Source: an optimization exercise on an open RTL-to-GDS flow (aim: small area, a short achievable clock period and few clock cycles per item). Production flows keep margins and buffers that such runs may drop.
The RTL was checked by simulation tests, not by an equivalence proof against the original design.

## run D
// muldiv_unit
module muldiv_unit #(
    parameter int SLOT_W = 3
) (
    input  logic                 clk,
    input  logic                 rst,
    input  logic                 mul_start,
    input  muldiv_pkg::operand_t mul_a,
    input  muldiv_pkg::operand_t mul_b,
    input  logic [SLOT_W-1:0]    mul_tag,
    output logic                 mul_busy,
    input  logic                 div_start,
    input  muldiv_pkg::operand_t div_dividend,
    input  muldiv_pkg::operand_t div_divisor,
    input  logic [SLOT_W-1:0]    div_tag,
    output logic                 div_busy,
    input  logic [SLOT_W-1:0]    rd_slot,
    output muldiv_pkg::result_t  rd_data
);
make LEC_CHECK=0 CAP_MARGIN=20 CORE_MARGIN=2 CORE_UTILIZATION=40 PLACE_DENSITY=0.6 SETUP_SLACK_MARGIN=1.6 SLEW_MARGIN=20 finish   # period 5.0 ns
run.sh (not shown) runs the stock make flow with config.mk's settings and CLKGATE_MAP_FILE= SYNTH_SCRIPT=/design/flow/synth_recipe.tcl, a recipe that flattens the netlist after the stock synthesis.
Testbench counts of run D, summed over its fixed seeds: cycles 11,513, ops 3,200.
What run F does differently from run D at the input level:
Settings: SETUP_SLACK_MARGIN: 1.6 -> unset.
==> comparison <==
[diff] design area, run F relative to run D: improvement
The layout buffering overhead excluding clock cells number comes out higher for run D vs run F.
[compare] base=run D new=run F: number of antenna violations at the first check in global routing rose 2, critical path depth saw an increase.

---

alpha:
muldiv_unit, a different RTL version from the one above (not shown whole).
Size: ~4800 cells after synthesis, about 840 flip-flops, about 210 I/O pins, ~53000 µm² of cells after synthesis.
// muldiv_unit
module muldiv_unit #(
    parameter int SLOT_W = 3
) (
    input  logic                 clk,
    input  logic                 rst,
    input  logic                 mul_start,
    input  muldiv_pkg::operand_t mul_a,
    input  muldiv_pkg::operand_t mul_b,
    input  logic [SLOT_W-1:0]    mul_tag,
    output logic                 mul_busy,
    input  logic                 div_start,
    input  muldiv_pkg::operand_t div_dividend,
    input  muldiv_pkg::operand_t div_divisor,
    input  logic [SLOT_W-1:0]    div_tag,
    output logic                 div_busy,
    input  logic [SLOT_W-1:0]    rd_slot,
    output muldiv_pkg::result_t  rd_data
);
==> flow/config.mk <==
export PLATFORM = sky130hd
export DESIGN_NAME = muldiv_unit
export DESIGN_NICKNAME = muldiv_unit
export VERILOG_FILES = /design/flow/design.v
export SDC_FILE = /design/flow/constraint.sdc
export NUM_CORES = 4
export LEC_CHECK = 0
export CAP_MARGIN = 20
export CORE_MARGIN = 2
export CORE_UTILIZATION = 40
export CTS_BUF_LIST = sky130_fd_sc_hd__clkbuf_4 sky130_fd_sc_hd__clkbuf_8
export PLACE_DENSITY = 0.6
export SETUP_SLACK_MARGIN = 1.15
export SLEW_MARGIN = 20
==> flow/constraint.sdc <==
create_clock -name core_clock -period 5.0 [get_ports {clk}]
set_input_delay 1.0000 -clock core_clock [delete_from_list [all_inputs] [get_ports {clk}]]
set_output_delay 1.0000 -clock core_clock [all_outputs]
set_load 0.01 [all_outputs]
alpha: full flow OK, the timing, design-rule and antenna checks passed
Testbench counts of alpha, summed over its fixed seeds: cycles 11,126, ops 3,200.
Relative to alpha, the following input files were edited for beta:
--- a/flow/config.mk
+++ b/flow/config.mk
@@ -13 +13 @@
-export SETUP_SLACK_MARGIN = 1.15
+export SETUP_SLACK_MARGIN = 1.05
Findings:
Any difference in fraction of area in multi-input gates between beta and alpha is small enough to ignore. Per the comparison of beta with alpha, overall fraction of global-route tracks in use dropped 0.66 points, via total after detailed routing moved down, sequential share of layout area now larger. Going from alpha to beta, the total length of routed met2 wires was found to have gone down by 1.7%. The final reports for beta and alpha show required time of the critical path lower in the former. Between alpha and beta, global routing met1 resource utilization decreased. Sort alpha and beta by cell area, descending, and alpha comes first. Cmp alpha and beta / number of antenna violations at the first check in global routing / lower: beta.

---

== JK ==
muldiv_unit, a different RTL version from the one above (not shown whole).
Size: ~840 flip-flops, ~53,000 um2 of cells after synthesis.
==> flow/design.v (excerpt) <==
module muldiv_unit #(
    parameter int SLOT_W = 3
) (
    input  logic                 clk,
    input  logic                 rst,
    input  logic                 mul_start,
    input  muldiv_pkg::operand_t mul_a,
    input  muldiv_pkg::operand_t mul_b,
    input  logic [SLOT_W-1:0]    mul_tag,
    output logic                 mul_busy,
    input  logic                 div_start,
    input  muldiv_pkg::operand_t div_dividend,
    input  muldiv_pkg::operand_t div_divisor,
    input  logic [SLOT_W-1:0]    div_tag,
    output logic                 div_busy,
    input  logic [SLOT_W-1:0]    rd_slot,
    output muldiv_pkg::result_t  rd_data
);
clock: 5.0 ns
lec_check: 0
cap_margin: 20
core_margin: 2
core_utilization: 40
cts_buf_list: sky130_fd_sc_hd__clkbuf_4 sky130_fd_sc_hd__clkbuf_8
place_density: 0.6
setup_slack_margin: 1.5
slew_margin: 20
JK completed end to end with timing, DRC and antenna clean.
Testbench counts of JK, summed over its fixed seeds: cycles 11,126, ops 3,200.
The inputs of MS differ from those of JK as listed below.
diff --git a/flow/config.mk b/flow/config.mk
--- a/flow/config.mk
+++ b/flow/config.mk
@@ -13 +13 @@
-export SETUP_SLACK_MARGIN = 1.5
+export SETUP_SLACK_MARGIN = 1.3
## What came out
Cmp MS vs JK: met2 usage lower in MS
Cmp JK and MS / sequential share of layout area / lower: JK
The delay of the slowest cell on the worst path of MS is lower than that of JK.
[MS] wire length on met1 fell about 1.8% relative to JK
Clock-cell share of area: MS vs JK — no meaningful difference

---

Another version of the RTL of muldiv_unit (not shown whole).
For scale: ~4700 cells after synthesis, roughly 840 flip-flops, roughly 210 I/O pins, ~0.052 mm² of cells after synthesis.
export LEC_CHECK = 0
export CAP_MARGIN = 20
export CORE_MARGIN = 2
export CORE_UTILIZATION = 40
export PLACE_DENSITY = 0.6
export SETUP_SLACK_MARGIN = 0.7
export SLEW_MARGIN = 20
create_clock -name core_clock -period 5.0 [get_ports {clk}]
The baseline went through all stages and came out clean.
Testbench counts at the start, summed over its fixed seeds: cycles 11,126, ops 3,200.
Then changed:
- ABC_AREA: unset -> 1
- SETUP_SLACK_MARGIN: 0.7 -> 0.9
Critical path depth went down by 2.
Final cell count rises by 15%.
Setup slack improved by 0.15 ns.
Then changed:
- ABC_AREA: 1 -> unset
- CTS_BUF_LIST: unset -> sky130_fd_sc_hd__clkbuf_4 sky130_fd_sc_hd__clkbuf_8
- SETUP_SLACK_MARGIN: 0.9 -> 1.05
Outcome: The new run went through all stages and came out clean; synthesized cell count falls by 16%; utilization rises by 0.55 points; hold slack got worse by 0.0038 ns; routed wire length hardly moves; setup slack improved by 0.094 ns; clock-buffer cell count rises by 78.

==> afterwards: timing with drivers on the ports <==
No port has a modelled driver above. Below, the same layouts with a new extraction and two added sets of constraints.
Step 1 assumes that a clkbuf_16 drives the clock port and a buf_2 every other input.
Step 2 also shifts input and output timing later by t, the mid clock arrival at the registers, as if the neighbouring blocks saw the same clock.
a / b / c = no drivers / after step 1 / after step 2; a / b = the first two.
run	shift t [ns]	slack for setup (ns)	pins driven straight from the clock port
run D	0.764	0.342 / 0.342 / 0.342	1
run F	0.752	0.160 / 0.160 / 0.160	1
alpha	0.971	1.129 / 1.129 / 0.325	1
beta	0.945	1.091 / 1.062 / 0.321	1
JK	0.942	1.156 / 1.106 / 0.548	1
MS	0.967	1.111 / 1.052 / 0.399	1
the first run of note 4	0.773	0.679 / 0.679 / 0.307	1
the second run of note 4	0.789	0.827 / 0.704 / 0.319	1
the third run of note 4	0.961	0.921 / 0.840 / 0.270	1
After both steps every run listed still meets setup and hold. For alpha, which loses most, drivers alone change the setup slack by 0.000 ns; drivers and shift together by -0.804 ns.
